This design comes from an exercise in tuning for small area, a short achievable clock period and few clock cycles per item on the open sky130 flow, not from production work. Only simulation tests tie the RTL to the original design; equivalence was not proved. Power figures rest on the tool's default switching activity, not on a simulated workload.

## direct_form_iir_filter_unit
module direct_form_iir_filter_unit #(
  parameter int MAX_FF_TAPS = 8,
  parameter int MAX_FB_TAPS = 8
) (
  input  logic                                  clk,
  input  logic                                  rst,
  input  logic                                  in_valid,
  output logic                                  in_ready,
  input  logic                                  func,
  input  logic [iirf_pkg::CIDX_W-1:0]           coef_index,
  input  logic signed [iirf_pkg::COEF_W-1:0]    coef_value,
  input  logic [iirf_pkg::SAMPLE_W-1:0]         sample,
  output logic                                  out_valid,
  input  logic                                  out_ready,
  output logic signed [iirf_pkg::OUT_W-1:0]     filtered,
  input  logic                                  cfg_valid,
  output logic                                  cfg_ready,
  input  logic [iirf_pkg::CFG_IDX_W-1:0]        cfg_index,
  input  logic [iirf_pkg::CFG_DATA_W-1:0]       cfg_data
);
For scale: roughly 120,000 µm² of cells after synthesis.
Settings: LEC_CHECK=0, CAP_MARGIN=20, CORE_MARGIN=2, CORE_UTILIZATION=40, SETUP_SLACK_MARGIN=5, SLEW_MARGIN=20, TNS_END_PERCENT=100; clock period 11.0 ns.
standard.sh (not shown) runs the stock make flow with config.mk's settings and CLKGATE_MAP_FILE= SYNTH_SCRIPT=/design/flow/synth_recipe.tcl, a recipe that flattens the netlist after the stock synthesis.
==> flow/flow/run.sh <==
#!/bin/bash
# The standard layout (the standard.sh: ORFS synthesis to final layout),
# with timing repair aiming for 7 ns of setup slack instead of config.mk's 5.
set -euo pipefail
bash standard.sh SETUP_SLACK_MARGIN=7 TNS_END_PERCENT=100 finish > standard_flow.log 2>&1
Testbench counts at the start, summed over its fixed seeds: cycles 12,923, items 2,304.
Next try:
--- a/flow/design.v
+++ b/flow/design.v
@@ -3198,17 +3198,19 @@
   logic [COEF_W-1:0]   p_b, p_a;
   logic [SAMPLE_W-1:0] p_x;
   logic [Y_W-1:0]      p_y;
   logic                p_shr, p_byp;
   logic [Y_W-1:0]      y_h [8];    
   logic [7:0]          yv;         
   logic [2:0]          wp;         
-  logic signed [ACC_W-1:0] ylast;     
-  logic                    ylv;       
-  logic [Y_W-1:0]          y_lsat;    
+  logic [Y_W-1:0]      ylast;      
+  logic                ylneg;      
+  logic                ylovf;      
+  logic                ylv;        
+  logic [Y_W-1:0]      y_lsat;     
   logic                byp;
   assign byp = fbo && !shr && (fin || ((m3 || m4) && ya == wp));
   always_ff @(posedge clk) begin
     p_b   <= bco[c[2:0]];
     p_x   <= x_h[c[2:0]] & {SAMPLE_W{ffo && xv[c[2:0]] && !rst}};
     p_a   <= shr ? bco[fidx] : aco[fbi];
     p_y   <= shr ? ({16'd0, x_h[fidx], 16'd0} & {Y_W{xv[fidx] && !rst}}) :
@@ -3236,18 +3238,18 @@
       m1_n[k]  = !(b3 ^ b2) & (b1 ^ b0);
       m2_n[k]  = (b1 & b0 & !b2) | (b2 & !b1 & !b0);
       m3_n[k]  = (b3 ^ b2) & (b1 ^ b0);
       m4_n[k]  = (!b3 & b2 & b1 & b0) | (b3 & !b2 & !b1 & !b0);
       neg_n[k] = p_shr ? (b3 & !(b2 & b1 & b0)) : (!b3 & (b2 | b1 | b0));
     end
   end
-  assign y_sel = (p_byp ? (y_lsat & {Y_W{ylv}}) : p_y) & {Y_W{!rst}};
+  assign y_sel = p_byp ? (y_lsat & {Y_W{ylv}}) : p_y;
   always_ff @(posedge clk) begin
     s1_b   <= p_b;
-    s1_x   <= p_x & {SAMPLE_W{!rst}};
+    s1_x   <= p_x;
     s1_y   <= y_sel;
     s1_y3  <= {{2{y_sel[Y_W-1]}}, y_sel} + {y_sel[Y_W-1], y_sel, 1'b0};
     s1_kc  <= !p_shr;
     s1_m1  <= m1_n;
     s1_m2  <= m2_n;
     s1_m3  <= m3_n;
     s1_m4  <= m4_n;
@@ -3265,39 +3267,45 @@
     s2_ffc <= ff_c;
     s2_fbs <= fb_s;
     s2_fbc <= fb_c;
   end
   logic [ACC_W-1:0] acc_s, acc_c, as_g, ac_g, csa_s, csa_c;
   logic [28:0]      lo_fb;
   logic [12:0]      lo_ff;
-  logic             rst_d;
+  logic             rst_d, rst_dd;
   assign as_g  = acc_s & {ACC_W{!m3}};
   assign ac_g  = acc_c & {ACC_W{!m3}};
   assign lo_fb = {1'b0, s2_fbs[27:0]} + {1'b0, s2_fbc[27:0]};
   assign lo_ff = {1'b0, s2_ffs[11:0]} + {1'b0, s2_ffc[11:0]};
   iirf_acc_csa u_csa (.as_(as_g), .ac(ac_g), .ffs(s2_ffs), .ffc(s2_ffc),
                       .fbs(s2_fbs), .fbc(s2_fbc), .c12(lo_ff[12]),
                       .s(csa_s), .c(csa_c));
   always_ff @(posedge clk) begin
-    rst_d <= rst;
-    if (rst || rst_d) begin
+    rst_d  <= rst;
+    rst_dd <= rst_d;
+    if (rst || rst_d || rst_dd) begin
       acc_s <= '0;
       acc_c <= '0;
     end else begin
       acc_s <= csa_s;
       acc_c <= {csa_c[ACC_W-1:1], lo_fb[28]};
     end
   end
-  assign y_lsat = ((&ylast[ACC_W-1:Y_W-1]) || !(|ylast[ACC_W-1:Y_W-1])) ?
-                  ylast[Y_W-1:0] : {ylast[ACC_W-1], {(Y_W-1){!ylast[ACC_W-1]}}};
+  logic [ACC_W-1:0] tot;
+  assign tot = acc_s + acc_c;
   always_ff @(posedge clk) begin
-    if (m3) ylast <= acc_s + acc_c;
+    if (m3) begin
+      ylast <= tot[Y_W-1:0];
+      ylneg <= tot[ACC_W-1];
+      ylovf <= !((&tot[ACC_W-1:Y_W-1]) || !(|tot[ACC_W-1:Y_W-1]));
+    end
     if (rst)     ylv <= 1'b0;
     else if (m3) ylv <= 1'b1;
   end
+  assign y_lsat = ylovf ? {ylneg, {(Y_W-1){!ylneg}}} : ylast;
   logic signed [Y_W-1:0] y_sat;
   assign y_sat = y_lsat;
   always_ff @(posedge clk) begin
     if (rst) begin
       m4 <= 1'b0;
       wp <= '0;
       yv <= '0;
Design area is lower by 0.47%.
Worst setup slack loses 40 ps.
Non-clock buffer count is higher by 41.
Register-to-register slack loses 90 ps.
Die area is lower by 0.41%.
Via count is lower by 0.92%.
Routed wire length is lower by 1.8%.
Global-route usage is lower by 0.25 points.
Synthesized cell count is about the same.
Combinational power is higher by 9.3%.
Sequential cell count is lower by 5.
Synthesized area is lower by 0.42%.
Final cell count is lower by 0.78%.
Clock power stays flat.
Testbench counts after the change, summed over its fixed seeds: cycles 12,923, items 2,304.

[what the ideal ports hide]
Ports are ideal in the flow. The routed layouts listed here were re-timed in OpenROAD. Step 1, drivers: a clkbuf_16 drives clk and a buf_2 each remaining input, both assumed. Step 2 times the ports against the registers' clock, not the clock port: input delays grow and output delays shrink by t, the midpoint of the rising clock arrivals with the driver on. Three values: no drivers, after step 1, after step 2; two values: the first two.
run | t (ns) | slack for setup (ns) | pins driven straight from the clock port
the first run | 0.990 | 6.513 / 6.525 / 5.535 | 1
the second run | 0.969 | 6.473 / 6.473 / 6.212 | 1
After both steps every run listed still meets setup and hold. The setup slack of the first run, which loses most, moves by +0.012 ns with the drivers and by -0.978 ns with both steps.
